Context: an optimization exercise on an open-source flow, tuned for small area. The choices shown serve that exercise and are no tape-out recipe. In this exercise RTL edits were held to simulation tests only and were not proved equivalent to the original. Power and IR drop assume default switching activity.

==> flow/design.v (excerpt) <==
module cpu_reg_bank
#(
    parameter int unsigned NUM_CH    = 4,
    parameter int unsigned DATA_W    = 32,
    parameter int unsigned ADDR_W    = 9,
    parameter int unsigned CH_BASE   = 20,
    parameter int unsigned CH_STRIDE = 16,
    parameter int unsigned PULSE_LEN = 4
) (
    input  logic                   clk,
    input  logic                   pRST,
    input  logic                   cpu_wr_n,
    input  logic                   cpu_rd_n,
    input  logic [ADDR_W-1:0]      cpu_addr,
    input  logic [DATA_W/8-1:0]    cpu_be,
    input  logic [DATA_W-1:0]      cpu_wdata,
    output logic [DATA_W-1:0]      cpu_rdata,
    output logic                   cpu_rvalid,
    output logic [NUM_CH-1:0]      ch_enable,
    output logic [NUM_CH-1:0]      ch_start,
    output logic [NUM_CH-1:0]      ch_stop,
    output logic [NUM_CH-1:0]      ch_clrfifo,
    output logic [16*NUM_CH-1:0]   ch_framelen,
    output logic [16*NUM_CH-1:0]   ch_blanklen,
    output logic [32*NUM_CH-1:0]   ch_totalnum,
    output logic [32*NUM_CH-1:0]   ch_cutnum,
    output logic [NUM_CH-1:0]      ch_commit,
    output logic                   error
);
For scale: about 2100 cells after synthesis, about 490 I/O pins, about 0.029 sq mm of cells after synthesis.
clock: 5.0 ns
lec_check: 0
cap_margin: 20
core_margin: 2
core_utilization: 65
slew_margin: 20
synth_hierarchical: 1
synth_minimum_keep_size: 0
standard.sh (not shown) runs the stock make flow with config.mk's settings and CLKGATE_MAP_FILE= SYNTH_SCRIPT=/design/flow/synth_recipe.tcl, a recipe that flattens the netlist after the stock synthesis.
==> flow/flow/run.sh <==
#!/bin/bash
# The standard layout, with two changes made through ORFS's own knobs:
#  - the port buffers that global placement inserts are buf_1 cells
#    (every input and output port still gets its own buffer);
#  - clock tree synthesis uses small clock buffers and no dummy loads.
set -euo pipefail
export BUFFER_PORTS_ARGS="-buffer_cell sky130_fd_sc_hd__buf_1"
export CTS_ARGS="-sink_clustering_enable -repair_clock_nets -dont_use_dummy_load -sink_clustering_size 14 -sink_clustering_max_diameter 50 -buf_list {sky130_fd_sc_hd__clkbuf_8}"
bash standard.sh > standard.log 2>&1
Next try:
--- a/flow/design.v
+++ b/flow/design.v
@@ -32,29 +32,12 @@
     input  logic d,
     input  logic q,
     output logic y
 );
     assign y = (take & d) | (keep & q);
 endmodule
-module byte_ctl (
-    input  logic sel_n,
-    input  logic be_n,
-    input  logic clr,
-    output logic take,
-    output logic keep
-);
-    nor_pair u_take (.a(sel_n), .b(be_n), .y(take));
-    nor_pair u_keep (.a(take),  .b(clr),  .y(keep));
-endmodule
-module nor_pair (
-    input  logic a,
-    input  logic b,
-    output logic y
-);
-    assign y = ~(a | b);
-endmodule
 module reg_load #(
     parameter int unsigned W = 8
 ) (
     input  logic         take,
     input  logic         keep,
     input  logic [W-1:0] d,
@@ -166,37 +149,37 @@
     logic [3:0][31:0] sh_total;
     logic [3:0][31:0] sh_cut  ;
     logic [3:0][15:0] sh_frame_d;
     logic [3:0][15:0] sh_blank_d;
     logic [3:0][31:0] sh_total_d;
     logic [3:0][31:0] sh_cut_d  ;
-    logic [3:0][1:0] tk_frame, tk_blank, kp_frame, kp_blank;
-    logic [3:0][3:0] tk_total, tk_cut, kp_total, kp_cut;
-    logic [3:0]      be_n;
-    logic            clr_n;
-    assign be_n  = ~cpu_be;
-    assign clr_n = ~rst_done;
+    logic [3:0][1:0] tk_frame, tk_blank;
+    logic [3:0][3:0] tk_total, tk_cut;
+    always_comb begin
+        for (int c = 0; c < 4; c++) begin
+            for (int b = 0; b < 2; b++) begin
+                tk_frame[c][b] = we_frame[c] & cpu_be[b];
+                tk_blank[c][b] = we_blank[c] & cpu_be[b];
+            end
+            for (int b = 0; b < 4; b++) begin
+                tk_total[c][b] = we_total[c] & cpu_be[b];
+                tk_cut[c][b]   = we_cut[c] & cpu_be[b];
+            end
+        end
+    end
     for (genvar c = 0; c < 4; c++) begin : g_sh
         for (genvar b = 0; b < 2; b++) begin : g_b16
-            byte_ctl u_cf (.sel_n(~we_frame[c]), .be_n(be_n[b]), .clr(clr_n),
-                           .take(tk_frame[c][b]), .keep(kp_frame[c][b]));
-            byte_ctl u_cb (.sel_n(~we_blank[c]), .be_n(be_n[b]), .clr(clr_n),
-                           .take(tk_blank[c][b]), .keep(kp_blank[c][b]));
-            reg_load #(.W(8)) u_frame (.take(tk_frame[c][b]), .keep(kp_frame[c][b]),
+            reg_load #(.W(8)) u_frame (.take(tk_frame[c][b]), .keep(~tk_frame[c][b] & rst_done),
                 .d(cpu_wdata[8*b +: 8]), .q(sh_frame[c][8*b +: 8]), .y(sh_frame_d[c][8*b +: 8]));
-            reg_load #(.W(8)) u_blank (.take(tk_blank[c][b]), .keep(kp_blank[c][b]),
+            reg_load #(.W(8)) u_blank (.take(tk_blank[c][b]), .keep(~tk_blank[c][b] & rst_done),
                 .d(cpu_wdata[8*b +: 8]), .q(sh_blank[c][8*b +: 8]), .y(sh_blank_d[c][8*b +: 8]));
         end
         for (genvar b = 0; b < 4; b++) begin : g_b32
-            byte_ctl u_ct (.sel_n(~we_total[c]), .be_n(be_n[b]), .clr(clr_n),
-                           .take(tk_total[c][b]), .keep(kp_total[c][b]));
-            byte_ctl u_cc (.sel_n(~we_cut[c]), .be_n(be_n[b]), .clr(clr_n),
-                           .take(tk_cut[c][b]), .keep(kp_cut[c][b]));
-            reg_load #(.W(8)) u_total (.take(tk_total[c][b]), .keep(kp_total[c][b]),
+            reg_load #(.W(8)) u_total (.take(tk_total[c][b]), .keep(~tk_total[c][b] & rst_done),
                 .d(cpu_wdata[8*b +: 8]), .q(sh_total[c][8*b +: 8]), .y(sh_total_d[c][8*b +: 8]));
-            reg_load #(.W(8)) u_cut (.take(tk_cut[c][b]), .keep(kp_cut[c][b]),
+            reg_load #(.W(8)) u_cut (.take(tk_cut[c][b]), .keep(~tk_cut[c][b] & rst_done),
                 .d(cpu_wdata[8*b +: 8]), .q(sh_cut[c][8*b +: 8]), .y(sh_cut_d[c][8*b +: 8]));
         end
     end
     always_ff @(posedge clk or posedge pRST) begin
         if (pRST) rst_done <= 1'b0;
         else      rst_done <= 1'b1;
=> Setup slack improved by 0.16 ns; count of clock-buffer cells in the layout is unchanged; non-clock buffer count climbs by 4; synthesized cell count climbs by 0.47%; sequential power is about the same; final cell count went up by 0.33%; power is about the same; cell area rises by about 0.6%.

-- re-timing with driven ports --
The flow's constraints put no driver on any port. The routed layouts listed below were extracted and timed again, unchanged, in two steps. Step 1 assumes that a clkbuf_16 drives the clock port and a buf_2 every other input. Step 2, shift: input delay + t, output delay - t, t = (earliest + latest rising clock arrival at the registers) / 2. This alone moves slack from input paths to output paths. Slacks: ideal ports / drivers / drivers and shift; pairs: ideal ports / drivers.
run	shift t [ns]	setup slack, ns	hold slack, ns	worst setup path after step 2	clock arrival spread, ns
the first run	0.703	0.341 / 0.281 / 0.528	0.294 / 0.255 / 0.441	input to register	0.068 / 0.068
the second run	0.699	0.502 / 0.445 / 1.131	0.433 / 0.396 / 0.445	input to register	0.036 / 0.037
After both steps every run listed still meets setup and hold.
